This design comes from an exercise in tuning for small area and few clock cycles per item on the open sky130 flow, not from production work.
Only simulation tests tie the RTL to the original design; equivalence was not proved.
Power is estimated from default activity; no workload was simulated. The clock port is modelled as an ideal driver; clocking choices that lean on that would not hold on a real chip.

## video_to_ram
module video_to_ram (
	input  logic        i_clk_100_bus,
	input  logic        i_rst,
	input  logic        i_pix_valid,
	input  logic        i_pix_eol,
	input  logic [9:0]  i_pix_line_num,
	input  logic [7:0]  i_pix_red,
	input  logic [7:0]  i_pix_green,
	input  logic [7:0]  i_pix_blue,
	input  logic [7:0]  i_pix_luma,
	input  logic        i_mem_ready,
	input  logic        i_credit_return,
	output logic        o_beat_valid,
	output logic        o_beat_first,
	output logic [31:0] o_beat_addr,
	output logic [31:0] o_beat_data,
	output logic        o_luma_valid,
	output logic        o_luma_first,
	output logic [7:0]  o_luma_luma,
	output logic [9:0]  o_luma_line_num
);
Size in the first run: roughly 3600 flip-flops, roughly 130 I/O pins.
==> flow/config.mk <==
export PLATFORM = sky130hd
export DESIGN_NAME = video_to_ram
export DESIGN_NICKNAME = video_to_ram
export VERILOG_FILES = /design/flow/design.v
export SDC_FILE = /design/flow/constraint.sdc
export NUM_CORES = 4
export LEC_CHECK = 0
export CAP_MARGIN = 20
export CORE_MARGIN = 2
export CORE_UTILIZATION = 45
export CTS_CLUSTER_DIAMETER = 75
export CTS_CLUSTER_SIZE = 34
export SLEW_MARGIN = 20
==> flow/constraint.sdc <==
create_clock -name core_clock -period 10.0 [get_ports {i_clk_100_bus}]
set_input_delay 2.0000 -clock core_clock [delete_from_list [all_inputs] [get_ports {i_clk_100_bus}]]
set_output_delay 2.0000 -clock core_clock [all_outputs]
set_load 0.01 [all_outputs]
run.sh (not shown) runs the stock make flow with config.mk's settings and CLKGATE_MAP_FILE= SYNTH_SCRIPT=/design/flow/synth_recipe.tcl, a recipe that flattens the netlist after the stock synthesis.
Testbench counts at the start, summed over its fixed seeds: cycles 20,992, lines 320.
Edit:
==> flow/flow/run.sh (new file) <==
#!/bin/bash
# Standard layout, with plain buf_1 cells as the port buffers.
set -euo pipefail
export BUFFER_PORTS_ARGS="-buffer_cell sky130_fd_sc_hd__buf_1"
bash standard.sh > standard_make.log 2>&1
==> flow/standard.sh (new file) <==
#!/bin/bash
# synth_recipe.tcl (not shown) runs the flow's synth.tcl, then flattens the netlist and writes it again
# the make line also repeats each setting of config.mk as NAME=value (left out here)
make -C /OpenROAD-flow-scripts/flow DESIGN_CONFIG=/design/flow/config.mk WORK_HOME=/design/flow/orfs CLKGATE_MAP_FILE= SYNTH_SCRIPT=/design/flow/synth_recipe.tcl "${@:-finish}"
CORE_UTILIZATION = 50   (was 45)
CTS_CLUSTER_DIAMETER = 60   (was 75)
CTS_CLUSTER_SIZE = 38   (was 34)
removed: flow/run.sh
Routed wire length decreases by 1.4%.
Sequential cell count stays the same.
Core utilization went up by 5.7 points.
Sequential power is about the same.
Sequential share of layout area decreases by 0.26 points.
Non-clock buffer count stays the same.
Final area rises by 0.32%.
Combinational power went down by 7.2%.
Cell count fell by 2.8%.
First-iteration DRC count grows by 9.5%.
Edit:
==> flow/run.sh (new file) <==
#!/bin/bash
# synth_recipe.tcl (not shown) runs the flow's synth.tcl, then flattens the netlist and writes it again
# the make line also repeats each setting of config.mk as NAME=value (left out here)
make -C /OpenROAD-flow-scripts/flow DESIGN_CONFIG=/design/flow/config.mk WORK_HOME=/design/flow/orfs CLKGATE_MAP_FILE= SYNTH_SCRIPT=/design/flow/synth_recipe.tcl finish
CORE_UTILIZATION = 40   (was 50)
CTS_CLUSTER_DIAMETER = 90   (was 60)
CTS_CLUSTER_SIZE = 34   (was 38)
removed: flow/flow/run.sh
removed: flow/standard.sh
The new run passed the timing, DRC and antenna checks.
Synthesized cell count is unchanged.
Die area climbs by 25%.
Total power came out lower by 6.5%.
Via count is about the same.
Final area shrinks by 0.71%.
Maximum frequency shrinks by 12%.
Worst setup slack degrades by 570 ps.
Routed wire length rose by 4.1%.
Global-route usage is lower by 2.4 points.
Edit:
CTS_BUF_LIST = sky130_fd_sc_hd__clkbuf_4 sky130_fd_sc_hd__clkbuf_8 sky130_fd_sc_hd__clkbuf_16   (was default)
Result: The new run went through all stages and came out clean. Synthesized cell count is unchanged. Fmax stays flat. Power is about the same.
Edit:
==> flow/flow/run.sh (new file) <==
#!/bin/bash
# Standard layout, with plain buf_1 cells as the port buffers and buf_12 clock leaves.
set -euo pipefail
export BUFFER_PORTS_ARGS="-buffer_cell sky130_fd_sc_hd__buf_1"
export CTS_ARGS="-sink_clustering_enable -repair_clock_nets -sink_clustering_size 30 -sink_clustering_max_diameter 80 -buf_list sky130_fd_sc_hd__clkbuf_16 -sink_clustering_buffer sky130_fd_sc_hd__buf_12"
bash standard.sh > standard_make.log 2>&1
==> flow/standard.sh (new file) <==
#!/bin/bash
# synth_recipe.tcl (not shown) runs the flow's synth.tcl, then flattens the netlist and writes it again
# the make line also repeats each setting of config.mk as NAME=value (left out here)
make -C /OpenROAD-flow-scripts/flow DESIGN_CONFIG=/design/flow/config.mk WORK_HOME=/design/flow/orfs CLKGATE_MAP_FILE= SYNTH_SCRIPT=/design/flow/synth_recipe.tcl "${@:-finish}"
CTS_BUF_LIST = default   (was sky130_fd_sc_hd__clkbuf_4 sky130_fd_sc_hd__clkbuf_8 sky130_fd_sc_hd__clkbuf_16)
removed: flow/run.sh
Wire length hardly moves; sequential share of layout area goes up by 0.43 points; final cell count rises by 0.57%; critical path depth stays the same; worst setup slack gets better by 380 ps; die area stays the same; area after synthesis stays the same; core utilization goes down by 0.23 points; sequential cell count is unchanged; power went up by 1.5%; worst hold slack is about the same.

* * *

== the previous run ==
video_to_ram, a different RTL version from the one above (not shown whole).
Size: about 4,500 cells after synthesis, about 3,600 flip-flops, roughly 130 I/O pins, roughly 81,000 um2 of cells after synthesis.
==> flow/design.v (excerpt) <==
module video_to_ram (
	input  logic        i_clk_100_bus,
	input  logic        i_rst,
	input  logic        i_pix_valid,
	input  logic        i_pix_eol,
	input  logic [9:0]  i_pix_line_num,
	input  logic [7:0]  i_pix_red,
	input  logic [7:0]  i_pix_green,
	input  logic [7:0]  i_pix_blue,
	input  logic [7:0]  i_pix_luma,
	input  logic        i_mem_ready,
	input  logic        i_credit_return,
	output logic        o_beat_valid,
	output logic        o_beat_first,
	output logic [31:0] o_beat_addr,
	output logic [31:0] o_beat_data,
	output logic        o_luma_valid,
	output logic        o_luma_first,
	output logic [7:0]  o_luma_luma,
	output logic [9:0]  o_luma_line_num
);
Settings: LEC_CHECK=0, CAP_MARGIN=20, CORE_MARGIN=2, CORE_UTILIZATION=40, CTS_CLUSTER_DIAMETER=80, CTS_CLUSTER_SIZE=30, SLEW_MARGIN=20; clock period 10.0 ns.
Stock flow here: none of the scripts above is used.
The previous run ended with every stage complete and zero timing, DRC or antenna violations.
Testbench counts of the previous run, summed over its fixed seeds: cycles 20,992, lines 320.
Input-level comparison between the current run and the previous run:
Settings: CORE_UTILIZATION now 65, was 40; CTS_CLUSTER_SIZE now 36, was 30; CTS_CLUSTER_DIAMETER now 70, was 80.
Findings:
Going from the previous run to the current run, chip height moved down; worst-case setup margin in the final layout rose by 0.021 ns. In the current run relative to the previous run, number of clock buffers in the layout had gone up by a few percent. The previous run was larger in final cell area than the current run. Count of TritonRoute iterations in the first routing pass, the current run and the previous run: smaller value in the current run. Per the comparison of the current run with the previous run, layout overhead on the synthesized area decreased by 0.98 points relative to the old numbers; via count decreased by 0.57% relative to the old numbers.

==> static timing again, ports no longer ideal <==
The results above use ideal ports. As a check the final layouts listed here were re-extracted and re-timed, cells and wires unchanged. Step 1 sets driving cells, clkbuf_16 on the clock port and buf_2 on the other inputs (assumed; they add their load-dependent delay and slew). Step 2 times the ports against the registers' clock, not the clock port: input delays grow and output delays shrink by t, the midpoint of the rising clock arrivals with the driver on. Three values: no drivers, after step 1, after step 2; two values: the first two.
| run | shift t [ns] | slack for setup (ns) | hold slack, ns |
|---|---|---|---|
| the first run of note 1 | 0.865 | 5.251 / 5.174 / 5.453 | 0.309 / 0.309 / 0.309 |
| the second run of note 1 | 0.854 | 5.734 / 5.659 / 5.786 | 0.307 / 0.307 / 0.307 |
| the third run of note 1 | 0.843 | 5.161 / 5.082 / 5.205 | 0.320 / 0.320 / 0.320 |
| the fourth run of note 1 | 0.841 | 5.172 / 5.093 / 5.201 | 0.320 / 0.320 / 0.320 |
| the fifth run of note 1 | 0.861 | 5.549 / 5.467 / 5.501 | 0.317 / 0.317 / 0.317 |
| the previous run | 0.886 | 5.327 / 5.240 / 5.435 | 0.308 / 0.308 / 0.308 |
| the current run | 0.843 | 5.348 / 5.278 / 5.129 | 0.286 / 0.286 / 0.286 |
After both steps every run listed still meets setup and hold. The setup slack of the current run, which loses most, moves by -0.070 ns with the drivers and by -0.219 ns with both steps.
